What follows belongs to an exercise in optimizing a design on an open flow for small area, a short achievable clock period and few clock cycles per item; a production flow would make more cautious choices. Only simulation tests tie the RTL to the original design; equivalence was not proved. Power is estimated from default activity; no workload was simulated.

<file path="design.v">
`default_nettype none
package hart_pkg;
    typedef logic [31:0] word_t;
    typedef logic [4:0]  reg_addr_t;
    typedef logic [6:0]  opcode_t;
    localparam opcode_t OPC_OP     = 7'b0110011;
    localparam opcode_t OPC_OP_IMM = 7'b0010011;
    localparam opcode_t OPC_LUI    = 7'b0110111;
    localparam opcode_t OPC_AUIPC  = 7'b0010111;
    localparam word_t EBREAK_INST = 32'h0010_0073;
    typedef struct packed {
        logic add;    
        logic sub;    
        logic slt;
        logic sltu;
        logic lg_and;  
        logic lg_xor;  
        logic sr;     
        logic sl;     
        logic sra;    
    } alu_ctl_t;
endpackage
`default_nettype wire
`default_nettype none
module fetch_stage #(
    parameter logic [29:0] START = 30'd0
) (
    input  wire         i_clk,
    input  wire         i_arst_n,
    output logic [29:0] o_cnt
);
    always_ff @(posedge i_clk or negedge i_arst_n) begin
        if (!i_arst_n) begin
            o_cnt <= START;
        end else begin
            o_cnt <= o_cnt + 30'd1;
        end
    end
endmodule
`default_nettype wire
`default_nettype none
module register_file (
    input  wire                      i_clk,
    input  wire                      i_arst_n,
    input  wire hart_pkg::reg_addr_t i_rs1_raddr,
    input  wire hart_pkg::reg_addr_t i_rs2_raddr,
    input  wire hart_pkg::reg_addr_t i_rd_waddr,
    input  wire                      i_rd_wen,
    input  wire hart_pkg::word_t     i_rd_wdata,
    output hart_pkg::word_t          o_rs1_rdata,
    output hart_pkg::word_t          o_rs2_rdata
);
    hart_pkg::word_t regs [1:31];
    logic [31:1]     written;
    logic [31:1]     we;
    logic [31:1]     sel1;
    logic [31:1]     sel2;
    always_comb begin
        for (int i = 1; i < 32; i++) begin
            we[i]   = i_rd_wen && (i_rd_waddr == 5'(i));
            sel1[i] = written[i] && (i_rs1_raddr == 5'(i));
            sel2[i] = written[i] && (i_rs2_raddr == 5'(i));
        end
    end
    always_ff @(posedge i_clk or negedge i_arst_n) begin
        if (!i_arst_n) begin
            written <= '0;
        end else begin
            written <= written | we;
        end
    end
    always_ff @(posedge i_clk) begin
        for (int i = 1; i < 32; i++) begin
            if (we[i]) regs[i] <= i_rd_wdata;
        end
    end
    always_comb begin
        o_rs1_rdata = '0;
        o_rs2_rdata = '0;
        for (int i = 1; i < 32; i++) begin
            o_rs1_rdata = o_rs1_rdata | (regs[i] & {32{sel1[i]}});
            o_rs2_rdata = o_rs2_rdata | (regs[i] & {32{sel2[i]}});
        end
    end
endmodule
`default_nettype wire
`default_nettype none
module decode_stage (
    input  wire hart_pkg::word_t   i_inst,
    output logic                   o_is_op,
    output logic                   o_is_lui,
    output logic                   o_is_auipc,
    output logic                   o_is_ebreak,
    output logic                   o_trap,
    output logic                   o_reads_rs1,
    output logic                   o_reads_rs2,
    output logic                   o_writes,
    output hart_pkg::alu_ctl_t     o_ctl,
    output hart_pkg::word_t        o_imm
);
    hart_pkg::opcode_t opcode;
    logic [2:0]        f3;
    logic [6:0]        f7;
    logic              is_imm;
    logic              legal_op;
    logic              legal_imm;
    logic              arith;
    logic              alt;
    assign opcode = i_inst[6:0];
    assign f3     = i_inst[14:12];
    assign f7     = i_inst[31:25];
    assign o_is_op     = (opcode == hart_pkg::OPC_OP);
    assign is_imm      = (opcode == hart_pkg::OPC_OP_IMM);
    assign o_is_lui    = (opcode == hart_pkg::OPC_LUI);
    assign o_is_auipc  = (opcode == hart_pkg::OPC_AUIPC);
    assign o_is_ebreak = (i_inst == hart_pkg::EBREAK_INST);
    assign legal_op  = o_is_op && ((f7 == 7'b0000000)
                     || ((f7 == 7'b0100000) && ((f3 == 3'd0) || (f3 == 3'd5))));
    assign legal_imm = is_imm && ((f3 == 3'd1) ? (f7 == 7'b0000000)
                     : (f3 == 3'd5) ? ((f7 == 7'b0000000) || (f7 == 7'b0100000))
                     : 1'b1);
    assign o_reads_rs1 = legal_op || legal_imm;
    assign o_reads_rs2 = legal_op;
    assign o_writes    = legal_op || legal_imm || o_is_lui || o_is_auipc;
    assign o_trap      = !(o_writes || o_is_ebreak);
    assign arith = o_is_op || is_imm;
    assign alt   = i_inst[30];
    always_comb begin
        o_ctl        = '0;
        o_ctl.add    = (arith && (f3 == 3'd0) && !(o_is_op && alt)) || o_is_lui || o_is_auipc;
        o_ctl.sub    = arith && (f3 == 3'd0) && o_is_op && alt;
        o_ctl.slt    = arith && (f3 == 3'd2);
        o_ctl.sltu   = arith && (f3 == 3'd3);
        o_ctl.lg_and = arith && ((f3 == 3'd6) || (f3 == 3'd7));
        o_ctl.lg_xor = arith && ((f3 == 3'd4) || (f3 == 3'd6));
        o_ctl.sr     = arith && (f3 == 3'd5);
        o_ctl.sl     = arith && (f3 == 3'd1);
        o_ctl.sra    = alt;
    end
    always_comb begin
        if (o_is_lui || o_is_auipc) begin
            o_imm = {i_inst[31:12], 9'b0, o_is_auipc, 2'b0};
        end else begin
            o_imm = {{20{i_inst[31]}}, i_inst[31:20]};
        end
    end
endmodule
`default_nettype wire
`default_nettype none
module execute_stage (
    input  wire hart_pkg::word_t    i_a,
    input  wire hart_pkg::word_t    i_b,
    input  wire hart_pkg::alu_ctl_t i_ctl,
    output hart_pkg::word_t         o_sum,    
    output hart_pkg::word_t         o_diff,   
    output hart_pkg::word_t         o_and,    
    output hart_pkg::word_t         o_xor,    
    output hart_pkg::word_t         o_shr,    
    output logic                    o_lt,     
    output logic                    o_ltu     
);
    function automatic logic [31:0] carries(input logic [31:0] g, input logic [31:0] p,
                                            input logic cin);
        logic [31:0] gg;
        logic [31:0] pp;
        logic [31:0] ng;
        logic [31:0] np;
        gg    = g;
        pp    = p;
        gg[0] = g[0] | (p[0] & cin);
        for (int l = 0; l < 5; l++) begin
            for (int i = 0; i < 32; i++) begin
                if (i >= (1 << l)) begin
                    ng[i] = gg[i] | (pp[i] & gg[i - (1 << l)]);
                    np[i] = pp[i] & pp[i - (1 << l)];
                end else begin
                    ng[i] = gg[i];
                    np[i] = pp[i];
                end
            end
            gg = ng;
            pp = np;
        end
        carries = gg;
    endfunction
    hart_pkg::word_t p_add;
    hart_pkg::word_t p_sub;
    hart_pkg::word_t g_sub;
    hart_pkg::word_t c_add;
    hart_pkg::word_t c_sub;
    hart_pkg::word_t sh_in;
    logic            fill;
    logic [5:0][31:0] sh;
    logic [4:0]      shamt;
    assign p_add  = i_a ^ i_b;
    assign p_sub  = ~(i_a ^ i_b);
    assign g_sub  = i_a & ~i_b;
    assign o_and  = i_a & i_b;
    assign o_xor  = p_add;
    assign c_add  = carries(o_and, p_add, 1'b0);
    assign c_sub  = carries(g_sub, p_sub, 1'b1);
    assign o_sum  = p_add ^ {c_add[30:0], 1'b0};
    assign o_diff = p_sub ^ {c_sub[30:0], 1'b1};
    assign o_ltu  = !c_sub[31];
    assign o_lt   = (i_a[31] ^ i_b[31]) ? i_a[31] : o_ltu;
    assign shamt = i_b[4:0];
    assign fill  = i_ctl.sra && i_ctl.sr && i_a[31];
    always_comb begin
        for (int i = 0; i < 32; i++) sh_in[i] = i_ctl.sl ? i_a[31 - i] : i_a[i];
    end
    assign sh[0] = sh_in;
    for (genvar l = 0; l < 5; l++) begin : g_lvl
        for (genvar i = 0; i < 32; i++) begin : g_sbit
            if (i + (1 << l) < 32) begin : g_in
                assign sh[l + 1][i] = shamt[l] ? sh[l][i + (1 << l)] : sh[l][i];
            end else begin : g_fill
                assign sh[l + 1][i] = shamt[l] ? fill : sh[l][i];
            end
        end
    end
    assign o_shr = sh[5];
endmodule
`default_nettype wire
`default_nettype none
module hart #(
    parameter hart_pkg::word_t RESET_ADDR = 32'h0000_0000
) (
    input  wire                     i_clk,
    input  wire                     i_arst_n,
    output hart_pkg::word_t         o_imem_raddr,
    input  wire hart_pkg::word_t    i_imem_rdata,
    output logic                    o_retire_valid,
    output hart_pkg::word_t         o_retire_inst,
    output logic                    o_retire_trap,
    output logic                    o_retire_halt,
    output hart_pkg::reg_addr_t     o_retire_rs1_raddr,
    output hart_pkg::reg_addr_t     o_retire_rs2_raddr,
    output hart_pkg::word_t         o_retire_rs1_rdata,
    output hart_pkg::word_t         o_retire_rs2_rdata,
    output hart_pkg::reg_addr_t     o_retire_rd_waddr,
    output hart_pkg::word_t         o_retire_rd_wdata,
    output hart_pkg::word_t         o_retire_pc,
    output hart_pkg::word_t         o_retire_next_pc
);
    localparam logic [29:0] RST_W = RESET_ADDR[31:2];
    logic [29:0] pc_f;
    logic [29:0] pc_w;
    logic [29:0] npc_w;
    fetch_stage #(.START(RST_W)) pcf_i (
        .i_clk (i_clk), .i_arst_n (i_arst_n), .o_cnt (pc_f)
    );
    fetch_stage #(.START(RST_W - 30'd3)) pcw_i (
        .i_clk (i_clk), .i_arst_n (i_arst_n), .o_cnt (pc_w)
    );
    fetch_stage #(.START(RST_W - 30'd2)) npcw_i (
        .i_clk (i_clk), .i_arst_n (i_arst_n), .o_cnt (npc_w)
    );
    assign o_imem_raddr = {pc_f, 2'b00};
    logic d_vld;
    logic x_vld;
    logic w_vld;
    logic halted;
    logic stop;
    hart_pkg::word_t    inst_d;
    assign inst_d = i_imem_rdata;
    logic               d_is_op;
    logic               d_is_lui;
    logic               d_is_auipc;
    logic               d_is_ebreak;
    logic               d_trap;
    logic               d_reads_rs1;
    logic               d_reads_rs2;
    logic               d_writes;
    hart_pkg::alu_ctl_t d_ctl;
    hart_pkg::word_t    d_imm;
    decode_stage dec_i (
        .i_inst      (inst_d),
        .o_is_op     (d_is_op),
        .o_is_lui    (d_is_lui),
        .o_is_auipc  (d_is_auipc),
        .o_is_ebreak (d_is_ebreak),
        .o_trap      (d_trap),
        .o_reads_rs1 (d_reads_rs1),
        .o_reads_rs2 (d_reads_rs2),
        .o_writes    (d_writes),
        .o_ctl       (d_ctl),
        .o_imm       (d_imm)
    );
    assign stop = halted || (d_vld && d_is_ebreak);
    always_ff @(posedge i_clk or negedge i_arst_n) begin
        if (!i_arst_n) begin
            d_vld  <= 1'b0;
            x_vld  <= 1'b0;
            w_vld  <= 1'b0;
            halted <= 1'b0;
        end else begin
            d_vld  <= !stop;
            x_vld  <= d_vld;
            w_vld  <= x_vld;
            halted <= stop;
        end
    end
    hart_pkg::word_t    inst_x;
    hart_pkg::word_t    op_a;
    hart_pkg::word_t    op_b;
    hart_pkg::alu_ctl_t x_ctl;
    logic               x_wen;
    logic               x_reads_rs1;
    logic               x_reads_rs2;
    logic               x_trap;
    logic               x_halt;
    hart_pkg::word_t    inst_w;
    hart_pkg::word_t    w_rs1_rdata;
    hart_pkg::word_t    w_rs2_rdata;
    hart_pkg::word_t    w_res;
    logic               w_wen;
    logic               w_reads_rs1;
    logic               w_reads_rs2;
    logic               w_trap;
    logic               w_halt;
    hart_pkg::reg_addr_t rs1;
    hart_pkg::reg_addr_t rs2;
    hart_pkg::word_t     rf_rs1;
    hart_pkg::word_t     rf_rs2;
    assign rs1 = inst_d[19:15];
    assign rs2 = inst_d[24:20];
    register_file rf_i (
        .i_clk       (i_clk),
        .i_arst_n    (i_arst_n),
        .i_rs1_raddr (rs1),
        .i_rs2_raddr (rs2),
        .i_rd_waddr  (inst_w[11:7]),
        .i_rd_wen    (w_wen),
        .i_rd_wdata  (w_res),
        .o_rs1_rdata (rf_rs1),
        .o_rs2_rdata (rf_rs2)
    );
    logic            x_fwd1;
    logic            x_fwd2;
    logic            w_fwd1;
    logic            w_fwd2;
    logic            d_wen;
    assign x_fwd1 = x_wen && (inst_x[11:7] == rs1);
    assign x_fwd2 = x_wen && (inst_x[11:7] == rs2);
    assign w_fwd1 = w_wen && (inst_w[11:7] == rs1);
    assign w_fwd2 = w_wen && (inst_w[11:7] == rs2);
    assign d_wen = d_vld && d_writes && (inst_d[11:7] != 5'd0);
    hart_pkg::word_t u_sum;
    hart_pkg::word_t u_diff;
    hart_pkg::word_t u_and;
    hart_pkg::word_t u_xor;
    hart_pkg::word_t u_shr;
    logic            u_lt;
    logic            u_ltu;
    execute_stage alu_i (
        .i_a    (op_a),
        .i_b    (op_b),
        .i_ctl  (x_ctl),
        .o_sum  (u_sum),
        .o_diff (u_diff),
        .o_and  (u_and),
        .o_xor  (u_xor),
        .o_shr  (u_shr),
        .o_lt   (u_lt),
        .o_ltu  (u_ltu)
    );
    function automatic hart_pkg::word_t alu_res(input logic t);
        hart_pkg::word_t r;
        for (int i = 0; i < 32; i++) begin
            r[i] = (t && x_ctl.add && u_sum[i]) || (t && x_ctl.sub && u_diff[i])
                || (t && x_ctl.lg_and && u_and[i]) || (t && x_ctl.lg_xor && u_xor[i])
                || (t && x_ctl.sr && u_shr[i]) || (t && x_ctl.sl && u_shr[31 - i]);
        end
        r[0] = r[0] || (t && x_ctl.slt && u_lt) || (t && x_ctl.sltu && u_ltu);
        alu_res = r;
    endfunction
    logic            a_rs1;
    logic            b_rs2;
    hart_pkg::word_t op_a_d;
    hart_pkg::word_t op_b_d;
    hart_pkg::word_t w_res_d;
    assign a_rs1 = !d_is_auipc && !d_is_lui;
    assign b_rs2 = d_is_op;
    assign op_a_d = alu_res(a_rs1 && x_fwd1)
                  | (w_res  & {32{a_rs1 && !x_fwd1 && w_fwd1}})
                  | (rf_rs1 & {32{a_rs1 && !x_fwd1 && !w_fwd1}})
                  | ({npc_w, 2'b00} & {32{d_is_auipc}});
    assign op_b_d = alu_res(b_rs2 && x_fwd2)
                  | (w_res  & {32{b_rs2 && !x_fwd2 && w_fwd2}})
                  | (rf_rs2 & {32{b_rs2 && !x_fwd2 && !w_fwd2}})
                  | (d_imm  & {32{!b_rs2}});
    assign w_res_d = alu_res(x_wen);
    always_ff @(posedge i_clk or negedge i_arst_n) begin
        if (!i_arst_n) begin
            x_wen <= 1'b0;
            w_wen <= 1'b0;
        end else begin
            x_wen <= d_wen;
            w_wen <= x_wen;
        end
    end
    always_ff @(posedge i_clk) begin
        inst_x      <= inst_d;
        op_a        <= op_a_d;
        op_b        <= op_b_d;
        x_ctl       <= d_ctl;
        x_reads_rs1 <= d_reads_rs1;
        x_reads_rs2 <= d_reads_rs2;
        x_trap      <= d_trap;
        x_halt      <= d_is_ebreak;
        inst_w      <= inst_x;
        w_rs1_rdata <= x_reads_rs1 ? op_a : '0;
        w_rs2_rdata <= x_reads_rs2 ? op_b : '0;
        w_res       <= w_res_d;
        w_reads_rs1 <= x_reads_rs1;
        w_reads_rs2 <= x_reads_rs2;
        w_trap      <= x_trap;
        w_halt      <= x_halt;
    end
    assign o_retire_valid     = w_vld;
    assign o_retire_inst      = inst_w;
    assign o_retire_trap      = w_trap;
    assign o_retire_halt      = w_halt;
    assign o_retire_rs1_raddr = w_reads_rs1 ? inst_w[19:15] : 5'd0;
    assign o_retire_rs2_raddr = w_reads_rs2 ? inst_w[24:20] : 5'd0;
    assign o_retire_rs1_rdata = w_rs1_rdata;
    assign o_retire_rs2_rdata = w_rs2_rdata;
    assign o_retire_rd_waddr  = w_wen ? inst_w[11:7] : 5'd0;
    assign o_retire_rd_wdata  = w_res;
    assign o_retire_pc        = {pc_w, 2'b00};
    assign o_retire_next_pc   = {npc_w, 2'b00};
endmodule
`default_nettype wire
</file>
<file path="run.sh">
#!/bin/bash
# synth_recipe.tcl (not shown) runs the flow's synth.tcl, then flattens the netlist and writes it again
# the make line also repeats each setting of config.mk as NAME=value (left out here)
make -C /OpenROAD-flow-scripts/flow DESIGN_CONFIG=/design/flow/config.mk WORK_HOME=/design/flow/orfs CLKGATE_MAP_FILE= SYNTH_SCRIPT=/design/flow/synth_recipe.tcl finish
</file>
<file path="config.mk">
export PLATFORM = sky130hd
export DESIGN_NAME = hart
export DESIGN_NICKNAME = hart
export VERILOG_FILES = /design/flow/design.v
export SDC_FILE = /design/flow/constraint.sdc
export NUM_CORES = 4
export LEC_CHECK = 0
export CAP_MARGIN = 20
export CORE_MARGIN = 2
export CORE_UTILIZATION = 40
export PLACE_DENSITY = 0.45
export SETUP_SLACK_MARGIN = 2.4
export SLEW_MARGIN = 20
</file>
<file path="constraint.sdc">
create_clock -name core_clock -period 5.0 [get_ports {i_clk}]
set_input_delay 1.0000 -clock core_clock [delete_from_list [all_inputs] [get_ports {i_clk}]]
set_output_delay 1.0000 -clock core_clock [all_outputs]
set_load 0.01 [all_outputs]
</file>
==> results_tabular.tex, run 1 <==
\begin{tabular}{lr}
\hline
Metric & Value \\
\hline
\multicolumn{2}{l}{\textbf{Run status}} \\
Run status & timing/DRC/antenna clean \\
\multicolumn{2}{l}{\textbf{Timing}} \\
Endpoints failing hold & 0 \\
Part of the cycle the worst path needs & 0.6671 \\
Setup TNS after final layout & 0 ns \\
Final setup vio count & 0 \\
Crit path setup slack, layout & between 1.5 and 2 ns \\
Least-Margin Pin Slew & roughly 1.2 ns \\
Setup repair after global routing missed its margin & yes \\
Achievable clock frequency & 299.8 MHz \\
Worst relative slew slack & 0.1939 \\
Final Slew Violations & 0 \\
Worst Skew & roughly 0.047 ns \\
Shortest period the worst path allows & about 3.3 ns \\
\multicolumn{2}{l}{\textbf{Synth}} \\
Fraction of the yosys area taken by sequential cells & 0.6096 \\
Number of synthesized flops with an enable pin & approximately 990 \\
Yosys warning count & 8 \\
Leading area contributor after synthesis & edfxtp\_1 \\
Average instance area after synthesis & about 13 sq um \\
Dominant register cell in the synthesized netlist & edfxtp\_1 \\
Post-Synthesis Cell Area & about 0.062 sq mm \\
Fraction of synthesis flops using an asynchronous set or reset pin & 0.09345 \\
Top-area cell type share of the netlist area & 0.4799 \\
Synthesized flop and latch total & roughly 1400 \\
Count of cell types in the netlist & 95 \\
Most area-consuming cells after synthesis & edfxtp\_1 48\%, dfxtp\_1 7.7\%, a22oi\_1 5.5\% \\
Gate Count Post-Synth & a little under 5000 \\
\multicolumn{2}{l}{\textbf{Floorplan}} \\
Die Ht & between 300 and 400 um \\
Die outline area & $\sim$0.16 sq mm \\
Initial standard-cell utilization of the core & 0.4030 \\
DIE WIDTH & 397.9 um \\
Standard-cell row count & between 100 and 150 \\
Core area & 0.1540 sq mm \\
Number of top-level design ports & approximately 280 \\
\multicolumn{2}{l}{\textbf{Global routing}} \\
Overall routing resource usage & 0.4788 \\
Global-route wire length before repair & between 500000 and 600000 um \\
Number of global-route vias before repair & 55912 \\
Largest net degree at the start of global routing & 70 \\
Number of antenna violations at the first check in global routing & 31 \\
Residual overflow from global routing & 0 \\
\multicolumn{2}{l}{\textbf{Power and ir drop}} \\
Combinational fraction of design power & 0.109 \\
Internal power & between 0.015 and 0.02 W \\
Power per Cell Area & between 300 and 400 mW/mm\^{}2 \\
Peak supply drop & about 0.38 mV \\
Leakage power total & $\sim$32 nW \\
Sequential Power Share & 0.457 \\
Net switching component of the power & between 0.007 and 0.008 W \\
Portion of total power attributed to the clock network & 0.434 \\
Switching portion of total power & 0.2652 \\
\multicolumn{2}{l}{\textbf{Place}} \\
Placement Setup Slack & -0.1423 ns \\
Final GP Congestion & approximately 1.0 \\
Post-detail-place hpwl & approximately 240000 um \\
Count of input and output buffers & 269 \\
\multicolumn{2}{l}{\textbf{Worst setup path}} \\
Startpoint Class & flip-flop \\
Crit path from & op\_b[2] \\
Worst Reg2Reg Path Length in Cells & 12 \\
R2r setup slk & approximately 1.7 ns \\
Arrival time worst endpoint & between 4 and 5 ns \\
Kind of capture point of the worst setup path & flip-flop \\
Worst r2r src & op\_b[2] \\
Required arrival time at the worst endpoint & 5.70 ns \\
Crit Path Category & reg -> reg \\
Reg-to-reg endpoint & op\_a[31] \\
Maximum fanout along the worst path & 4 \\
\multicolumn{2}{l}{\textbf{Route}} \\
ANT nets after route & 0 \\
Number of vias after detailed routing & just over 60000 \\
Iteration count of the initial detailed-routing pass & 14 \\
Routed length on met1 & approximately 130000 um \\
DRC violations left & 0 \\
Amount of wire on met3 after detailed routing & between 50000 and 60000 um \\
Met2 wire len & 158600 um \\
Post-DR wirelength/cell & 48.10 um \\
Total length of routed wires & 392400 um \\
DR iter-0 viols & about 13000 \\
Highest metal layer with signal wires & met5 \\
Via density & about 7.4 \\
\multicolumn{2}{l}{\textbf{Clocking}} \\
Cell at the root of the clock tree & clkbuf\_16 \\
Number of H-tree branching levels & 4 \\
Deepest clock path buffer count & 3 \\
Num CTS Buffers & approximately 150 \\
Clk slew on worst S/H paths & around 0.06 ns \\
Clock latency of the later-clocked register in the worst-skew pair & about 0.84 ns \\
TritonCTS clock tree & done \\
CTS sink cnt & roughly 1400 \\
\multicolumn{2}{l}{\textbf{Run}} \\
Count of maximum capacitance violations & 0 \\
\multicolumn{2}{l}{\textbf{Final layout}} \\
Fraction of layout instances using a drive strength above 1 & 0.3568 \\
Final design utilization & 0.5560 \\
Final net count & 6064 \\
Area added between synthesis and finish & 37.97\% \\
Fillcell total & between 10000 and 15000 \\
\multicolumn{2}{l}{\textbf{Worst hold path}} \\
Worst hold-check path type & in -> async \\
\hline
\end{tabular}
[sequential cells by signal, indices dropped and copies added, names as in the netlist, 9 cells and up]
| signal | cells |
|---|---|
| rf_i.regs | 992 |
| inst_w | 32 |
| op_a | 32 |
| op_b | 32 |
| w_res | 32 |
| w_rs1_rdata | 32 |
| w_rs2_rdata | 32 |
| inst_x | 31 |
| rf_i.written | 31 |
| npcw_i.o_cnt | 30 |
| pcf_i.o_cnt | 30 |
| pcw_i.o_cnt | 30 |
| x_ctl | 9 |
[power by group through the flow]
| stage | combinational (W) | clock, W | sequential (W) |
|---|---|---|---|
| after floorplan | 0.00112 | 0 | 0.0124 |
| final | 0.00292 | 0.0116 | 0.0122 |
| after global placement | 0.00194 | 0 | 0.0125 |
| after global routing | 0.00298 | 0.0121 | 0.0122 |
| after detailed placement | 0.00192 | 0 | 0.0125 |
| after CTS | 0.00252 | 0.0116 | 0.0122 |
[final cells by class]
| class | count | area (sq um) | area share |
|---|---|---|---|
| clock buffers | 181 | 3984 | 0.04651 |
| inverters | 84 | 364.1 | 0.004251 |
| repair buffers | 1237 | 12760 | 0.1490 |
| well taps | 2044 | 2557 | 0.02986 |
| clock inverters | 96 | 1090 | 0.01272 |
| repair inverters | 2 | 17.52 | 0.0002045 |
| flip-flops and latches | 1359 | 38090 | 0.4447 |
| diodes | 30 | 75.07 | 0.0008765 |
| multi-input cells | 3126 | 26710 | 0.3119 |
[how the worst max path moves through the flow]
stage / cells past startpoint / endpoint / slack, ns
floorplan: 14 / op_b[31] / 1.83
global placement: 13 / op_a[16] / -0.39
detailed placement: 12 / op_b[15] / -0.14
CTS: 9 / w_res[13] / 1.73
global route: 12 / op_a[31] / 1.67
finish: 12 / op_a[31] / 1.66
[cell usage after synthesis, drive strengths merged, types with 41 or more instances]
master	n
clkbuf	297
buf	103
dfxtp	240
nand3	154
xnor2	112
edfxtp	992
nor3	41
nand2	234
ha	67
a21oi	148
a22oi	458
nand4	166
a222oi	134
nor2	202
dfrtp	69
o221ai	55
inv	84
and2	108
and3	99
a221oi	224
dfstp	58
a22o	183
o21ai	144
[through the flow]
step | area, sq um | hold WS [ns] | power (W) | std cells
after floorplan | 64210 | 0.3096 | 0.01352 | 4960
after global placement | 70560 | 0.3107 | 0.01441 | 7270
after global routing | 85580 | 0.2299 | 0.02728 | 8133
after CTS | 83010 | 0.1639 | 0.02638 | 7991
final | 85650 | 0.1790 | 0.02678 | 8159
after detailed placement | 70680 | 0.3121 | 0.01439 | 7275
[placed cells by master, fill, tap and decap left out, types with 41 or more instances in the layout]
master and n:
buf_6 131, a22oi_1 435, buf_2 51, and3_4 62, dfxtp_4 53, nor2_1 149, dfxtp_1 158, a21oi_1 111
a221oi_1 106, buf_12 132, xnor2_1 95, nor2_4 41, a222oi_1 134, edfxtp_1 992, nand3_1 144, dlygate4sd2_1 139
dfstp_2 58, buf_4 658, and2_1 86, nand4_1 166, dfrtp_1 60, o21ai_0 84, nand2_1 221, a22o_1 183
a221oi_2 110, inv_1 73, clkbuf_16 162
[critical path, cell delays in order, from the launching register on]
cell      delay, ns
dfxtp_4        0.39
inv_12         0.04
ha_4           0.28
nand3b_1       0.11
a211o_1        0.39
a2111o_1       0.57
o211ai_4       0.30
a31o_4         0.24
a31o_4         0.17
buf_6          0.12
nor2_4         0.03
a31o_4         0.21
a221o_1        0.33
[routing by layer]
metal	up-vias	track usage
li1	22307	-
met2	6442	0.6798
met4	26	0.3795
met1	29922	0.5703
met3	2031	0.1980
met5	-	0.003935
[repair_timing]
item,in CTS,in global routing
hold buffers,0,0
gates cloned,34,10
buffers inserted,405,127
gates resized for setup,1339,252
setup endpoints to repair,703,271
pin swaps,240,180
[cells by family after synthesis]
group                      count (synthesis)  share of synthesized area
AOI/OAI and AO/OA                       1650                     0.2064
DFF                                     1359                     0.6096
and+or+nand+nor                         1170                    0.09852
buffers and inverters                    484                    0.03136
xor gates and xnor gates                 150                    0.02116
muxes                                     72                    0.01870
adders and majority gates                 69                    0.01415
other                                      1                 0.00006041
Testbench counts, summed over its fixed seeds: cycles 12,864, items 12,800.
==> run 2, diff against run 1 <==
--- a/design.v
+++ b/design.v
@@ -249,9 +249,6 @@
     fetch_stage #(.START(RST_W)) pcf_i (
         .i_clk (i_clk), .i_arst_n (i_arst_n), .o_cnt (pc_f)
     );
-    fetch_stage #(.START(RST_W - 30'd3)) pcw_i (
-        .i_clk (i_clk), .i_arst_n (i_arst_n), .o_cnt (pc_w)
-    );
     fetch_stage #(.START(RST_W - 30'd2)) npcw_i (
         .i_clk (i_clk), .i_arst_n (i_arst_n), .o_cnt (npc_w)
     );
@@ -312,7 +309,9 @@
     hart_pkg::word_t    inst_w;
     hart_pkg::word_t    w_rs1_rdata;
     hart_pkg::word_t    w_rs2_rdata;
-    hart_pkg::word_t    w_res;
+    hart_pkg::word_t    w_res;       
+    hart_pkg::word_t    w_rd_wdata;  
+    hart_pkg::reg_addr_t w_rda;
     logic               w_wen;
     logic               w_reads_rs1;
     logic               w_reads_rs2;
@@ -389,7 +388,7 @@
                   | (w_res  & {32{b_rs2 && !x_fwd2 && w_fwd2}})
                   | (rf_rs2 & {32{b_rs2 && !x_fwd2 && !w_fwd2}})
                   | (d_imm  & {32{!b_rs2}});
-    assign w_res_d = alu_res(x_wen);
+    assign w_res_d = alu_res(1'b1);
     always_ff @(posedge i_clk or negedge i_arst_n) begin
         if (!i_arst_n) begin
             x_wen <= 1'b0;
@@ -409,9 +408,12 @@
         x_trap      <= d_trap;
         x_halt      <= d_is_ebreak;
         inst_w      <= inst_x;
+        pc_w        <= npc_w;
         w_rs1_rdata <= x_reads_rs1 ? op_a : '0;
         w_rs2_rdata <= x_reads_rs2 ? op_b : '0;
         w_res       <= w_res_d;
+        w_rd_wdata  <= alu_res(x_wen);
+        w_rda       <= x_wen ? inst_x[11:7] : 5'd0;
         w_reads_rs1 <= x_reads_rs1;
         w_reads_rs2 <= x_reads_rs2;
         w_trap      <= x_trap;
@@ -425,8 +427,8 @@
     assign o_retire_rs2_raddr = w_reads_rs2 ? inst_w[24:20] : 5'd0;
     assign o_retire_rs1_rdata = w_rs1_rdata;
     assign o_retire_rs2_rdata = w_rs2_rdata;
-    assign o_retire_rd_waddr  = w_wen ? inst_w[11:7] : 5'd0;
-    assign o_retire_rd_wdata  = w_res;
+    assign o_retire_rd_waddr  = w_rda;
+    assign o_retire_rd_wdata  = w_rd_wdata;
     assign o_retire_pc        = {pc_w, 2'b00};
     assign o_retire_next_pc   = {npc_w, 2'b00};
 endmodule
--- a/config.mk
+++ b/config.mk
@@ -9,5 +9,5 @@
 export CORE_MARGIN = 2
 export CORE_UTILIZATION = 40
 export PLACE_DENSITY = 0.45
-export SETUP_SLACK_MARGIN = 2.4
+export SETUP_SLACK_MARGIN = 1.6
 export SLEW_MARGIN = 20
==> results_tabular.tex, run 2 <==
\begin{tabular}{lr}
\hline
Metric & Value \\
\hline
\multicolumn{2}{l}{\textbf{Timing}} \\
Endpoints failing hold & 0 (unchanged) \\
Worst Skew & 0.03720 ns (-0.01027 ns) \\
Worst relative slew slack & 0.1652 (-0.02871) \\
Setup TNS after final layout & 0 ns (unchanged) \\
Part of the cycle the worst path needs & 0.6962 (+0.02912) \\
Setup repair after global routing missed its margin & yes \\
Final setup vio count & 0 (unchanged) \\
Least-Margin Pin Slew & 1.252 ns (+0.04306 ns) \\
Final Slew Violations & 0 (unchanged) \\
Shortest period the worst path allows & 3.481 ns (+0.1456 ns) \\
Achievable clock frequency & 287.3 MHz (-4.2\%) \\
\multicolumn{2}{l}{\textbf{Synth}} \\
Number of synthesized flops with an enable pin & 992 (unchanged) \\
Post-synth top cells & 992 x edfxtp\_1, 344 x a22oi\_1, 307 x dfxtp\_1, 272 x a221oi\_1, 270 x nand2\_1 \\
Count leader, synth & edfxtp\_1 \\
Average instance area after synthesis & 12.78 sq um (+2.0\%) \\
Post-Synthesis Cell Area & 0.06148 sq mm (-0.96\%) \\
Dominant register cell in the synthesized netlist & edfxtp\_1 \\
Synthesized flop and latch total & 1396 (+2.7\%) \\
Count of cell types in the netlist & 95 (unchanged) \\
Top-area cell type share of the netlist area & 0.4845 (+0.004639) \\
Yosys warning count & 7 (-1) \\
Most area-consuming cells after synthesis & edfxtp\_1 48\%, dfxtp\_1 10\%, a22oi\_1 4.2\% \\
Leading area contributor after synthesis & edfxtp\_1 \\
Gate Count Post-Synth & 4811 (-2.9\%) \\
Fraction of the yosys area taken by sequential cells & 0.6245 (+0.01491) \\
Fraction of synthesis flops using an asynchronous set or reset pin & 0.06948 (-0.02397) \\
\multicolumn{2}{l}{\textbf{Worst setup path}} \\
Arrival time worst endpoint & 4.17 ns (+0.13 ns) \\
Maximum fanout along the worst path & 13 (+9) \\
Startpoint Class & input pin \\
Kind of capture point of the worst setup path & flip-flop \\
Required arrival time at the worst endpoint & 5.69 ns (about the same) \\
Crit Path Category & in -> reg \\
\multicolumn{2}{l}{\textbf{Floorplan}} \\
DIE WIDTH & 396.1 um (-0.47\%) \\
Standard-cell row count & 143 (-0.69\%) \\
Initial standard-cell utilization of the core & 0.4038 (+0.0008220) \\
Die Ht & 396.1 um (-0.47\%) \\
Die outline area & 0.1569 sq mm (-0.95\%) \\
Number of top-level design ports & 276 (unchanged) \\
Core area & 0.1523 sq mm (-1.2\%) \\
\multicolumn{2}{l}{\textbf{Place}} \\
Post-detail-place hpwl & 227100 um (-3.7\%) \\
Cell area after placement & 0.06890 sq mm (-2.5\%) \\
Final GP Congestion & 1.034 (-0.69\%) \\
Count of input and output buffers & 269 (unchanged) \\
\multicolumn{2}{l}{\textbf{Route}} \\
DRC violations left & 0 (unchanged) \\
Total length of routed wires & 344200 um (-12\%) \\
ANT nets after route & 0 (unchanged) \\
DR iter-0 viols & 11309 (-11\%) \\
Highest metal layer with signal wires & met5 \\
Post-DR wirelength/cell & 45.97 um (-4.4\%) \\
Routed length on met1 & 124900 um (-6.3\%) \\
Number of vias after detailed routing & 53930 (-11\%) \\
Via density & 7.203 (-3.2\%) \\
Met2 wire len & 144500 um (-8.9\%) \\
Amount of wire on met3 after detailed routing & 47060 um (-20\%) \\
Iteration count of the initial detailed-routing pass & 10 (-4) \\
\multicolumn{2}{l}{\textbf{Power and ir drop}} \\
Switching portion of total power & 0.2323 (-0.03287) \\
Combinational fraction of design power & 0.040 (-0.069) \\
Leakage power total & 26.34 nW (-18\%) \\
Peak supply drop & 0.3120 mV (-17\%) \\
Net switching component of the power & 0.005847 W (-18\%) \\
Power per Cell Area & 330.5 mW/mm\^{}2 (+5.7\%) \\
Portion of total power attributed to the clock network & 0.464 (+0.030) \\
Internal power & 0.01932 W (-1.8\%) \\
Sequential Power Share & 0.496 (+0.039) \\
\multicolumn{2}{l}{\textbf{Global routing}} \\
Global-route wire length before repair & 452900 um (-11\%) \\
Number of antenna violations at the first check in global routing & 25 (-19\%) \\
Residual overflow from global routing & 0 (unchanged) \\
Number of global-route vias before repair & 50467 (-9.7\%) \\
Largest net degree at the start of global routing & 98 (+40\%) \\
Overall routing resource usage & 0.4252 (-0.05359) \\
\multicolumn{2}{l}{\textbf{Clocking}} \\
Clock latency of the later-clocked register in the worst-skew pair & 0.83 ns (about the same) \\
Number of H-tree branching levels & 4 (unchanged) \\
Num CTS Buffers & 154 (+2.0\%) \\
CTS sink cnt & 1396 (+2.7\%) \\
Clk slew on worst S/H paths & 0.06 ns (about the same) \\
Deepest clock path buffer count & 3 (unchanged) \\
TritonCTS clock tree & done \\
Cell at the root of the clock tree & clkbuf\_16 \\
\multicolumn{2}{l}{\textbf{Final layout}} \\
Register ranked first by flip-flop count & rf\_i.regs \\
Leading cell type in the layout, fill and taps excluded & edfxtp\_1 \\
Area added between synthesis and finish & 23.86\% \\
Fillcell total & 13339 (+3.1\%) \\
Fraction of layout instances using a drive strength above 1 & 0.2117 (-0.1451) \\
Commonest cells after routing, fill and taps aside & 992 x edfxtp\_1, 358 x buf\_4, 343 x a22oi\_1 \\
Final Cell Area & 0.07615 sq mm (-11\%) \\
Number of flip-flops under the largest register name & 992 (unchanged) \\
Final net count & 5417 (-11\%) \\
\multicolumn{2}{l}{\textbf{Worst hold path}} \\
Worst hold-check path type & in -> async \\
\multicolumn{2}{l}{\textbf{Run status}} \\
Run status & timing/DRC/antenna clean \\
\multicolumn{2}{l}{\textbf{Run}} \\
Count of maximum capacitance violations & 0 (unchanged) \\
\hline
\end{tabular}
## run 2: cell count changes after synthesis, moves of 31 or more
cell / delta
a21oi_1: -44
a221oi_1: +50
a22o_1: +81
a22oi_1: -114
buf_2: -37
clkbuf_1: -31
dfxtp_1: +67
nand2_1: +36
nor3_1: +38
o221ai_1: -42
xnor2_1: -44
## run 2: final timing paths
kind                                  start                to  slack [ns]  cells after the start
setup / recovery           i_imem_rdata[24]           op_b[1]        1.52                     11
hold / removal                     i_arst_n  rf_i.written[15]        0.21                      2
setup reg to reg                   x_ctl[1]          op_b[25]        1.54                     11
hold reg to reg                  inst_x[28]        inst_w[28]        0.31                      0
max in group asynchronous          i_arst_n    pcf_i.o_cnt[3]        4.12                      2
min in group core_clock          inst_x[28]        inst_w[28]        0.31                      0
## run 2: metrics by stage
step             util  power, W  setup WS, ns  hold WS, ns  instances
6_report       0.5001   0.02517         1.519       0.2052       7487
5_1_grt        0.5000   0.02575         1.519       0.2329       7477
4_1_cts        0.4935   0.02514         1.534       0.2038       7429
3_5_place_dp   0.4525   0.01359      -0.03485       0.3121       7104
3_3_place_gp   0.4520   0.01360       0.04960       0.3107       7101
2_1_floorplan       -   0.01314         1.607       0.3096       4816
## run 2: cells by family (layout without fill, tap and decap cells)
group / Yosys count / after routing / share of synthesized area
other: 1 / 16 / 0.00006099
AND/OR/NAND/NOR: 1208 / 1208 / 0.1020
multiplexers: 113 / 113 / 0.02629
adder cells (fa/ha/maj): 68 / 68 / 0.01408
XOR/XNOR: 103 / 103 / 0.01467
buffers and inverters: 454 / 1085 / 0.02971
AO/OA/AOI/OAI: 1468 / 1468 / 0.1886
flip-flops: 1396 / 1396 / 0.6245
## run 2: area by class of cell
| type | count | area, sq um | area share |
|---|---|---|---|
| Antenna cell | 10 | 25.02 | 0.0003286 |
| Timing Repair Buffer | 701 | 6769 | 0.08889 |
| Clock inverter | 92 | 991.0 | 0.01301 |
| Inverter | 96 | 372.9 | 0.004896 |
| Clock buffer | 196 | 4173 | 0.05480 |
| Sequential cell | 1396 | 38520 | 0.5059 |
| Multi-Input combinational cell | 2966 | 22760 | 0.2988 |
| Tap cell | 2030 | 2540 | 0.03335 |
## run 2: metal layers
layer  vias up  GRT usage
met4        20     0.2674
met5         -          0
met2      5122     0.6215
met3      1431     0.1501
li1      20481          -
met1     26876     0.5359
## run 2: repair_timing
item / in CTS / in global routing
hold endpoints to repair: 0 / 0
hold buffers: 0 / 0
pin swaps: 26 / 34
setup buffers: 37 / 42
cloned: 0 / 6
endpoints found under the setup margin: 124 / 86
gates resized for setup: 227 / 144
## run 2: critical path: stages
cell           delay (ns)
dlygate4sd2_1        0.32
nor2b_1              0.28
nor2b_1              0.22
and3_2               0.38
buf_4                0.33
a22o_1               0.24
a221oi_1             0.27
nand4_1              0.15
or3_4                0.50
a222oi_1             0.35
nand2_1              0.09
## run 2: power groups by stage
stage | combinational, W | clock [W] | sequential [W]
after floorplan | 0.000481 | 0 | 0.0127
after global placement | 0.000855 | 0 | 0.0127
after detailed placement | 0.000851 | 0 | 0.0127
after CTS | 0.000907 | 0.0117 | 0.0125
after global routing | 0.00105 | 0.0122 | 0.0125
final | 0.00100 | 0.0117 | 0.0125
Testbench counts of run 2, summed over its fixed seeds: cycles 12,864, items 12,800.
==> run 3, diff against run 2 <==
--- a/config.mk
+++ b/config.mk
@@ -8,6 +8,8 @@
 export CAP_MARGIN = 20
 export CORE_MARGIN = 2
 export CORE_UTILIZATION = 40
+export CTS_CLUSTER_DIAMETER = 100
+export CTS_CLUSTER_SIZE = 20
 export PLACE_DENSITY = 0.45
 export SETUP_SLACK_MARGIN = 1.6
 export SLEW_MARGIN = 20
==> results_tabular.tex, run 3 <==
\begin{tabular}{lr}
\hline
Metric & Value \\
\hline
\multicolumn{2}{l}{\textbf{Route}} \\
DRC violations left & 0 (unchanged) \\
Total length of routed wires & 342900 um (-0.38\%) \\
Via density & 7.287 (+1.2\%) \\
DR iter-0 viols & 11183 (-1.1\%) \\
Post-DR wirelength/cell & 46.60 um (+1.4\%) \\
Number of vias after detailed routing & 53615 (-0.58\%) \\
ANT nets after route & 0 (unchanged) \\
Iteration count of the initial detailed-routing pass & 10 (unchanged) \\
\multicolumn{2}{l}{\textbf{Global routing}} \\
Global routing met2 resource utilization & 0.6249 (+0.003434) \\
Overall routing resource usage & 0.4232 (-0.001992) \\
Met1 GRT Util & 0.5401 (+0.004174) \\
Residual overflow from global routing & 0 (unchanged) \\
Global-route wire length before repair & 451000 um (-0.42\%) \\
M3 GR Usage & 0.1399 (-0.01023) \\
Number of antenna violations at the first check in global routing & 26 (+4.0\%) \\
Largest net degree at the start of global routing & 98 (unchanged) \\
Number of global-route vias before repair & 49643 (-1.6\%) \\
Global-route layer with the greatest usage & met2 \\
\multicolumn{2}{l}{\textbf{Final layout}} \\
Number of flip-flops under the largest register name & 992 (unchanged) \\
Final net count & 5352 (-1.2\%) \\
Final Cell Area & 0.07360 sq mm (-3.3\%) \\
Fillcell total & 13514 (+1.3\%) \\
Leading cell type in the layout, fill and taps excluded & edfxtp\_1 \\
Area added between synthesis and finish & 19.72\% \\
Final design utilization & 0.4834 (-0.01672) \\
Register ranked first by flip-flop count & rf\_i.regs \\
Commonest cells after routing, fill and taps aside & 992 x edfxtp\_1, 350 x buf\_4, 343 x a22oi\_1, 265 x a221oi\_1, 264 x a22o\_1 \\
Fraction of layout instances using a drive strength above 1 & 0.1894 (-0.02225) \\
\multicolumn{2}{l}{\textbf{Floorplan}} \\
Number of top-level design ports & 276 (unchanged) \\
DIE WIDTH & 396.1 um (unchanged) \\
Initial standard-cell utilization of the core & 0.4038 (unchanged) \\
Standard-cell row count & 143 (unchanged) \\
Core area & 0.1523 sq mm (unchanged) \\
Die outline area & 0.1569 sq mm (unchanged) \\
Die Ht & 396.1 um (unchanged) \\
\multicolumn{2}{l}{\textbf{Worst setup path}} \\
Crit path buffers/inverters & 4 (+2) \\
Arrival time worst endpoint & 4.13 ns (-0.04 ns) \\
Maximum fanout along the worst path & 15 (+2) \\
Slowest cell on crit path & and3\_2 \\
Worst path top cell family by delay & simple AND/OR/NAND/NOR gates \\
Crit Path Category & in -> reg \\
Kind of capture point of the worst setup path & flip-flop \\
Startpoint Class & input pin \\
Largest incremental delay on the critical path & 0.61 ns (+0.11 ns) \\
Cell chain of the critical path & clkdlybuf4s15\_2 -> nor2b\_2 -> nor2b\_1 -> and3\_2 -> buf\_12 -> buf\_4 -> a22oi\_1 -> nand4\_1 -> nor2\_1 -> nand3\_1 -> o21ai\_1 -> buf\_4 -> nand4\_1 \\
Required arrival time at the worst endpoint & 5.65 ns (-0.04 ns) \\
\multicolumn{2}{l}{\textbf{Power and ir drop}} \\
Net switching component of the power & 0.004863 W (-17\%) \\
Leakage power total & 25.02 nW (-5.0\%) \\
Peak supply drop & 0.2792 mV (-11\%) \\
Internal power & 0.01584 W (-18\%) \\
Power per Cell Area & 281.3 mW/mm\^{}2 (-15\%) \\
Switching portion of total power & 0.2349 (+0.002575) \\
Sequential Power Share & 0.603 (+0.107) \\
Pwr Total & 0.02071 W (-18\%) \\
Combinational fraction of design power & 0.049 (+0.009) \\
Portion of total power attributed to the clock network & 0.349 (-0.115) \\
\multicolumn{2}{l}{\textbf{Synth}} \\
Synthesized flop and latch total & 1396 (unchanged) \\
Dominant register cell in the synthesized netlist & edfxtp\_1 \\
Count of cell types in the netlist & 95 (unchanged) \\
Count leader, synth & edfxtp\_1 \\
Fraction of the yosys area taken by sequential cells & 0.6245 (unchanged) \\
Post-Synthesis Cell Area & 0.06148 sq mm (unchanged) \\
Average instance area after synthesis & 12.78 sq um (unchanged) \\
Most area-consuming cells after synthesis & edfxtp\_1 48\%, dfxtp\_1 10\%, a22oi\_1 4.2\% \\
Yosys warning count & 7 (unchanged) \\
Number of synthesized flops with an enable pin & 992 (unchanged) \\
Post-synth top cells & 992 x edfxtp\_1, 344 x a22oi\_1, 307 x dfxtp\_1, 272 x a221oi\_1, 270 x nand2\_1 \\
Fraction of synthesis flops using an asynchronous set or reset pin & 0.06948 (unchanged) \\
Leading area contributor after synthesis & edfxtp\_1 \\
Top-area cell type share of the netlist area & 0.4845 (unchanged) \\
Gate Count Post-Synth & 4811 (unchanged) \\
\multicolumn{2}{l}{\textbf{Clocking}} \\
CTS sink cnt & 1396 (unchanged) \\
Number of H-tree branching levels & 3 (-1) \\
Hold bufs inserted after CTS & 0 (unchanged) \\
Clock latency of the later-clocked register in the worst-skew pair & 0.75 ns (-0.08 ns) \\
Deepest clock path buffer count & 3 (unchanged) \\
Cell at the root of the clock tree & clkbuf\_16 \\
Clk slew on worst S/H paths & 0.09 ns (+0.03 ns) \\
Num CTS Buffers & 81 (-47\%) \\
TritonCTS clock tree & done \\
\multicolumn{2}{l}{\textbf{Place}} \\
Post-detail-place hpwl & 227100 um (unchanged) \\
Count of input and output buffers & 269 (unchanged) \\
Placement Setup Slack & -0.03485 ns (unchanged) \\
Cell area after placement & 0.06890 sq mm (unchanged) \\
Final GP Congestion & 1.034 (unchanged) \\
\multicolumn{2}{l}{\textbf{Timing}} \\
Setup repair after global routing missed its margin & yes \\
Worst Skew & 0.05091 ns (+0.01371 ns) \\
Worst relative slew slack & 0.1485 (-0.01663) \\
Achievable clock frequency & 287.7 MHz (+0.14\%) \\
Shortest period the worst path allows & 3.476 ns (-0.004930 ns) \\
Endpoints failing hold & 0 (unchanged) \\
Final setup vio count & 0 (unchanged) \\
Crit path setup slack, layout & 1.524 ns (+0.004930 ns) \\
Final Slew Violations & 0 (unchanged) \\
Setup TNS after final layout & 0 ns (unchanged) \\
Least-Margin Pin Slew & 1.274 ns (+0.02192 ns) \\
Part of the cycle the worst path needs & 0.6952 (-0.0009860) \\
\multicolumn{2}{l}{\textbf{Run}} \\
Count of maximum capacitance violations & 0 (unchanged) \\
\multicolumn{2}{l}{\textbf{Worst hold path}} \\
Worst hold-check path type & in -> async \\
\multicolumn{2}{l}{\textbf{Run status}} \\
Run status & timing/DRC/antenna clean \\
\hline
\end{tabular}
run 3: changes by cell type in the layout (fill, tap and decap cells not counted), sizes merged:
cell and delta:
clkbuf -63, clkinv -57, bufinv -12, buf +11, inv -7, clkinvlp -5, clkdlybuf4s15 +3, diode +2
bufbuf +1, dlygate4sd2 -1, dlymetal6s2s -1
run 3: power by group through the flow:
stage               Sequential, W  Clock [W]  Combinational [W]
floorplan                  0.0127          0           0.000481
global placement           0.0127          0           0.000855
detailed placement         0.0127          0           0.000851
CTS                        0.0125    0.00729           0.000916
global route               0.0125    0.00767            0.00105
finish                     0.0125    0.00722            0.00101
run 3: worst paths after layout:
check                                 startpoint          endpoint  slack (ns)  depth (start not counted)
worst max-delay path            i_imem_rdata[23]          op_b[22]        1.52                         13
worst min-delay path                    i_arst_n  rf_i.written[14]        0.28                          2
worst max register to register          op_b[25]          op_a[26]        1.58                         11
worst min register to register         inst_x[6]         inst_w[6]        0.33                          0
max in group asynchronous               i_arst_n    pcf_i.o_cnt[9]        4.03                          2
min in group core_clock                inst_x[6]         inst_w[6]        0.33                          0
run 3: per-layer routing:
metal	part of all wire	vias up	wire [um]
li1	-	20287	-
met2	0.42	5073	145400
met4	0.077	26	26410
met3	0.14	1323	46690
met1	0.36	26906	124300
met5	0.00054	-	186
run 3: final cells by class:
type,count,area (sq um),share of cell area
flip-flops and latches,1396,38520,0.5233
multi-input cells,2966,22790,0.3097
repair buffers,709,6952,0.09445
well taps,2030,2540,0.03451
clock buffers,138,2262,0.03073
inverters,96,380.4,0.005168
clock inverters,11,128.9,0.001751
diodes,12,30.03,0.0004080
run 3: metrics by stage:
step	instances	hold slack, ns
3_5_place_dp	7104	0.3121
3_3_place_gp	7101	0.3107
2_1_floorplan	4816	0.3096
6_report	7358	0.2799
5_1_grt	7347	0.3113
4_1_cts	7300	0.3010
run 3: cell families after synthesis:
family,Yosys count,synth area share
compound gates,1468,0.1886
flops,1396,0.6245
simple gates,1208,0.1020
buf+inv,454,0.02971
mux,113,0.02629
xor+xnor,103,0.01467
fa+ha+maj,68,0.01408
other cells,1,0.00006099
run 3: what timing repair did:
item	CTS	global route
pin swaps	33	45
cloned	1	3
gates resized for setup	255	142
setup endpoints to repair	124	80
buffers inserted	46	43
endpoints found under the hold margin	0	0
==> run 4, diff against run 3 <==
--- a/design.v
+++ b/design.v
@@ -156,6 +156,7 @@
     output hart_pkg::word_t         o_and,    
     output hart_pkg::word_t         o_xor,    
     output hart_pkg::word_t         o_shr,    
+    output hart_pkg::word_t         o_shl,    
     output logic                    o_lt,     
     output logic                    o_ltu     
 );
@@ -188,9 +189,9 @@
     hart_pkg::word_t g_sub;
     hart_pkg::word_t c_add;
     hart_pkg::word_t c_sub;
-    hart_pkg::word_t sh_in;
     logic            fill;
     logic [5:0][31:0] sh;
+    logic [5:0][31:0] sl;
     logic [4:0]      shamt;
     assign p_add  = i_a ^ i_b;
     assign p_sub  = ~(i_a ^ i_b);
@@ -204,11 +205,9 @@
     assign o_ltu  = !c_sub[31];
     assign o_lt   = (i_a[31] ^ i_b[31]) ? i_a[31] : o_ltu;
     assign shamt = i_b[4:0];
-    assign fill  = i_ctl.sra && i_ctl.sr && i_a[31];
-    always_comb begin
-        for (int i = 0; i < 32; i++) sh_in[i] = i_ctl.sl ? i_a[31 - i] : i_a[i];
-    end
-    assign sh[0] = sh_in;
+    assign fill  = i_ctl.sra && i_a[31];
+    assign sh[0] = i_a;
+    assign sl[0] = i_a;
     for (genvar l = 0; l < 5; l++) begin : g_lvl
         for (genvar i = 0; i < 32; i++) begin : g_sbit
             if (i + (1 << l) < 32) begin : g_in
@@ -216,9 +215,15 @@
             end else begin : g_fill
                 assign sh[l + 1][i] = shamt[l] ? fill : sh[l][i];
             end
+            if (i >= (1 << l)) begin : g_lin
+                assign sl[l + 1][i] = shamt[l] ? sl[l][i - (1 << l)] : sl[l][i];
+            end else begin : g_lfill
+                assign sl[l + 1][i] = shamt[l] ? 1'b0 : sl[l][i];
+            end
         end
     end
     assign o_shr = sh[5];
+    assign o_shl = sl[5];
 endmodule
 `default_nettype wire
 `default_nettype none
@@ -349,6 +354,7 @@
     hart_pkg::word_t u_and;
     hart_pkg::word_t u_xor;
     hart_pkg::word_t u_shr;
+    hart_pkg::word_t u_shl;
     logic            u_lt;
     logic            u_ltu;
     execute_stage alu_i (
@@ -360,6 +366,7 @@
         .o_and  (u_and),
         .o_xor  (u_xor),
         .o_shr  (u_shr),
+        .o_shl  (u_shl),
         .o_lt   (u_lt),
         .o_ltu  (u_ltu)
     );
@@ -368,7 +375,7 @@
         for (int i = 0; i < 32; i++) begin
             r[i] = (t && x_ctl.add && u_sum[i]) || (t && x_ctl.sub && u_diff[i])
                 || (t && x_ctl.lg_and && u_and[i]) || (t && x_ctl.lg_xor && u_xor[i])
-                || (t && x_ctl.sr && u_shr[i]) || (t && x_ctl.sl && u_shr[31 - i]);
+                || (t && x_ctl.sr && u_shr[i]) || (t && x_ctl.sl && u_shl[i]);
         end
         r[0] = r[0] || (t && x_ctl.slt && u_lt) || (t && x_ctl.sltu && u_ltu);
         alu_res = r;
==> results_tabular.tex, run 4 <==
\begin{tabular}{lr}
\hline
Metric & Value \\
\hline
\multicolumn{2}{l}{\textbf{Clocking}} \\
Num CTS Buffers & 83 (+2.5\%) \\
TritonCTS clock tree & done \\
Clk slew on worst S/H paths & 0.10 ns (about the same) \\
Number of H-tree branching levels & 3 (unchanged) \\
CTS sink cnt & 1396 (unchanged) \\
Deepest clock path buffer count & 3 (unchanged) \\
Hold bufs inserted after CTS & 0 (unchanged) \\
Cell at the root of the clock tree & clkbuf\_16 \\
Clock latency of the later-clocked register in the worst-skew pair & 0.75 ns (about the same) \\
\multicolumn{2}{l}{\textbf{Route}} \\
Number of vias after detailed routing & 55153 (+2.9\%) \\
Post-DR wirelength/cell & 46.93 um (+0.70\%) \\
Total length of routed wires & 349500 um (+1.9\%) \\
Via density & 7.405 (+1.6\%) \\
Iteration count of the initial detailed-routing pass & 16 (+6) \\
DRC violations left & 0 (unchanged) \\
ANT nets after route & 0 (unchanged) \\
DR iter-0 viols & 10150 (-9.2\%) \\
\multicolumn{2}{l}{\textbf{Timing}} \\
Setup TNS after final layout & 0 ns (unchanged) \\
Achievable clock frequency & 288.5 MHz (+0.29\%) \\
Part of the cycle the worst path needs & 0.6932 (-0.002014) \\
Least-Margin Pin Slew & 1.271 ns (-0.003255 ns) \\
Setup repair after global routing missed its margin & yes \\
Final Slew Violations & 0 (unchanged) \\
Worst relative slew slack & 0.1507 (+0.002175) \\
Worst Skew & 0.05669 ns (+0.005783 ns) \\
Final setup vio count & 0 (unchanged) \\
Shortest period the worst path allows & 3.466 ns (-0.01007 ns) \\
Endpoints failing hold & 0 (unchanged) \\
Crit path setup slack, layout & 1.534 ns (+0.01007 ns) \\
\multicolumn{2}{l}{\textbf{Worst setup path}} \\
Arrival time worst endpoint & 4.09 ns (-0.04 ns) \\
Crit path buffers/inverters & 3 (-1) \\
Maximum fanout along the worst path & 12 (-3) \\
Crit Path Category & in -> reg \\
Cell chain of the critical path & clkdlybuf4s15\_2 -> buf\_4 -> nor3b\_1 -> and3\_2 -> buf\_4 -> a22o\_1 -> a221oi\_1 -> nand4\_1 -> nor3\_1 -> nand3\_2 -> a221o\_1 \\
Slowest cell on crit path & a221o\_1 \\
Kind of capture point of the worst setup path & flip-flop \\
Worst path top cell family by delay & simple AND/OR/NAND/NOR gates \\
Most used cell along the critical path & buf\_4 \\
Required arrival time at the worst endpoint & 5.62 ns (-0.03 ns) \\
Startpoint Class & input pin \\
Largest incremental delay on the critical path & 0.42 ns (-0.19 ns) \\
\multicolumn{2}{l}{\textbf{Synth}} \\
Multiplexer share of the synthesized area & 0.03242 (+0.006125) \\
Synth Area in Compound Gates & 0.1932 (+0.004557) \\
Count of cell types in the netlist & 97 (+2.1\%) \\
Fraction of the yosys area taken by sequential cells & 0.6141 (-0.01042) \\
Count leader, synth & edfxtp\_1 \\
Average instance area after synthesis & 12.73 sq um (-0.39\%) \\
Post-Synth Simple-Gate Area & 0.1017 (-0.0003219) \\
Gate Count Post-Synth & 4912 (+2.1\%) \\
Top-area cell type share of the netlist area & 0.4764 (-0.008086) \\
Number of synthesized flops with an enable pin & 992 (unchanged) \\
Post-Synthesis Cell Area & 0.06252 sq mm (+1.7\%) \\
Synthesized flop and latch total & 1396 (unchanged) \\
Share of the synthesized netlist area taken by xor and xnor gates & 0.01457 (-0.0001048) \\
Most area-consuming cells after synthesis & edfxtp\_1 48\%, dfxtp\_1 9.8\%, a22oi\_1 5.1\% \\
Leading area contributor after synthesis & edfxtp\_1 \\
Post-synthesis share of cell area spent on full adders, half adders and majority gates & 0.01405 (-0.00003492) \\
Post-synth top cells & 992 x edfxtp\_1, 427 x a22oi\_1, 307 x dfxtp\_1, 271 x a221oi\_1, 252 x a22o\_1 \\
Dominant combinational cell family by area after synthesis & compound AO/OA/AOI/OAI gates \\
Dominant register cell in the synthesized netlist & edfxtp\_1 \\
Fraction of synthesis flops using an asynchronous set or reset pin & 0.06948 (unchanged) \\
Yosys warning count & 7 (unchanged) \\
\multicolumn{2}{l}{\textbf{Worst hold path}} \\
Worst hold-check path type & in -> async \\
\multicolumn{2}{l}{\textbf{Final layout}} \\
Commonest cells after routing, fill and taps aside & 992 x edfxtp\_1, 425 x a22oi\_1, 342 x buf\_4, 278 x dfxtp\_1, 262 x a221oi\_1 \\
Register ranked first by flip-flop count & rf\_i.regs \\
Leading cell type in the layout, fill and taps excluded & edfxtp\_1 \\
Final net count & 5443 (+1.7\%) \\
Number of flip-flops under the largest register name & 992 (unchanged) \\
Fillcell total & 14042 (+3.9\%) \\
Area added between synthesis and finish & 18.37\% \\
Flip-flop and latch area & 0.03845 sq mm (-0.17\%) \\
Final Cell Area & 0.07401 sq mm (+0.55\%) \\
Area taken by multi-input logic gates & 0.02348 sq mm (+3.0\%) \\
Fraction of layout instances using a drive strength above 1 & 0.1695 (-0.01994) \\
\multicolumn{2}{l}{\textbf{Floorplan}} \\
Standard-cell row count & 145 (+1.4\%) \\
Core area & 0.1557 sq mm (+2.2\%) \\
Die Ht & 399.4 um (+0.84\%) \\
Initial standard-cell utilization of the core & 0.4017 (-0.002115) \\
DIE WIDTH & 399.4 um (+0.84\%) \\
Die outline area & 0.1595 sq mm (+1.7\%) \\
Number of top-level design ports & 276 (unchanged) \\
\multicolumn{2}{l}{\textbf{Global routing}} \\
Global-route layer with the greatest usage & met2 \\
M3 GR Usage & 0.1332 (-0.006733) \\
Overall routing resource usage & 0.4256 (+0.002368) \\
Number of global-route vias before repair & 50902 (+2.5\%) \\
Number of antenna violations at the first check in global routing & 24 (-7.7\%) \\
Largest net degree at the start of global routing & 98 (unchanged) \\
Met1 GRT Util & 0.5413 (+0.001191) \\
Global-route wire length before repair & 459800 um (+1.9\%) \\
Global routing met2 resource utilization & 0.6337 (+0.008744) \\
Residual overflow from global routing & 0 (unchanged) \\
\multicolumn{2}{l}{\textbf{Place}} \\
Post-detail-place hpwl & 226700 um (-0.15\%) \\
Final GP Congestion & 1.021 (-1.3\%) \\
Cell area after placement & 0.06991 sq mm (+1.5\%) \\
Placement Setup Slack & 0.07615 ns (+0.1110 ns) \\
Count of input and output buffers & 269 (unchanged) \\
\multicolumn{2}{l}{\textbf{Run status}} \\
Run status & timing/DRC/antenna clean \\
\multicolumn{2}{l}{\textbf{Run}} \\
Count of maximum capacitance violations & 0 (unchanged) \\
\multicolumn{2}{l}{\textbf{Power and ir drop}} \\
Net switching component of the power & 0.004914 W (+1.0\%) \\
Internal power & 0.01591 W (+0.45\%) \\
Combinational fraction of design power & 0.052 (+0.003) \\
Power per Cell Area & 281.4 mW/mm\^{}2 (about the same) \\
Switching portion of total power & 0.2359 (+0.001071) \\
Sequential Power Share & 0.598 (-0.005) \\
Leakage power total & 25.61 nW (+2.4\%) \\
Portion of total power attributed to the clock network & 0.351 (+0.002) \\
Peak supply drop & 0.2711 mV (-2.9\%) \\
\hline
\end{tabular}
[run 4: cell types whose count changed in the layout (fill, tap and decap cells not counted), sizes merged, moves of 14 or more]
cell,previous run,this run
a22oi,344,427
a221o,39,23
a222oi,109,57
and2,121,107
nand4,148,124
nor3,78,53
nand3,139,185
clkbuf,147,119
nor2,176,218
or4,3,18
nand2,271,247
buf,437,414
mux2,31,14
mux4,29,57
[run 4: kinds of logic after synthesis]
logic type / Yosys count
AO/OA/AOI/OAI: 1543
XOR/XNOR: 104
adder cells (fa/ha/maj): 69
buffers and inverters: 451
flip-flops: 1396
multiplexers: 122
other: 1
AND/OR/NAND/NOR: 1226
[run 4: timing repair]
action | CTS | global route
pin swaps | 20 | 18
setup buffers | 34 | 24
gates resized for setup | 170 | 99
setup endpoints to repair | 114 | 77
cloned | 2 | 2
[run 4: path summary, 6_finish.rpt]
kind                                       start               to  slack, ns  cells after the start
worst max-delay path            i_imem_rdata[15]         op_a[25]       1.53                     11
worst min-delay path                    i_arst_n            w_wen       0.29                      2
worst max register to register           op_b[1]   w_rd_wdata[30]       1.55                     14
worst min register to register        inst_x[13]       inst_w[13]       0.33                      0
max in group asynchronous               i_arst_n  pcf_i.o_cnt[19]       4.01                      2
min in group core_clock               inst_x[13]       inst_w[13]       0.33                      0
[run 4: layout make-up]
class                      count  area share
clock buffer                 116     0.03060
sequential                  1396      0.5196
clock inverter                10    0.002130
timing repair buffer         685     0.09006
inverter                     103    0.005291
tap                         2058     0.03479
multi-input combinational   3071      0.3173
antenna                        9   0.0003043
[run 4: metrics by stage]
step / power [W] / hold WS, ns / cells / utilization
floorplan: 0.01318 / 0.3096 / 4917 / -
global placement: 0.01367 / 0.3104 / 7250 / 0.4490
detailed placement: 0.01367 / 0.3121 / 7251 / 0.4491
CTS: 0.02080 / 0.3134 / 7413 / 0.4711
global route: 0.02131 / 0.3348 / 7439 / 0.4753
finish: 0.02083 / 0.2877 / 7448 / 0.4755
[run 4: power by group through the flow]
stage / registers [W] / logic (W) / clock network, W
4_1_cts: 0.0124 / 0.00101 / 0.00735
6_report: 0.0124 / 0.00107 / 0.00731
2_1_floorplan: 0.0127 / 0.000521 / 0
3_5_place_dp: 0.0127 / 0.000966 / 0
5_1_grt: 0.0124 / 0.00112 / 0.00775
3_3_place_gp: 0.0127 / 0.000967 / 0
[run 4: layer usage]
layer / vias to the layer above / wire length, um
li1: 20642 / -
met1: 27778 / 127100
met2: 5231 / 148000
met3: 1476 / 45500
met4: 26 / 28640
met5: - / 215
[run 4: worst register-to-register path: stages (launching register included)]
cell and delay (ns):
dfxtp_4 0.52, buf_4 0.19, fa_1 0.20, nor2b_2 0.19, o211ai_1 0.09, buf_4 0.17
o2111ai_4 0.35, nand4_1 0.14, buf_4 0.20, buf_12 0.13, a2111oi_1 0.33, buf_4 0.19
o2111a_1 0.24, o21ai_0 0.15, a21oi_2 0.28
Testbench counts of run 4, summed over its fixed seeds: cycles 12,864, items 12,800.

static timing again, ports no longer ideal:
Ports are ideal in the flow. The routed layouts listed here were re-timed in OpenROAD. Step 1 sets driving cells, clkbuf_16 on the clock port and buf_2 on the other inputs (assumed; they add their load-dependent delay and slew). Step 2 adds t to the input delays and takes it off the output delays; t is the mean of the earliest and latest rising clock arrival at the registers after step 1. Input paths then give back, and output paths get back, about the clock's delay inside the block. a / b / c = ideal ports / drivers / drivers and shift; a / b = the first two.
| run | t, ns | setup WS [ns] | pins driven straight from the clock port |
|---|---|---|---|
| run 1 | 0.902 | 1.665 / 1.665 / 0.986 | 1 |
| run 2 | 0.894 | 1.519 / 1.539 / 0.687 | 1 |
| run 3 | 0.816 | 1.524 / 1.584 / 0.770 | 1 |
| run 4 | 0.808 | 1.534 / 1.548 / 0.769 | 1 |
After both steps every run listed still meets setup and hold. The setup slack of run 2, which loses most, moves by +0.020 ns with the drivers and by -0.832 ns with both steps.
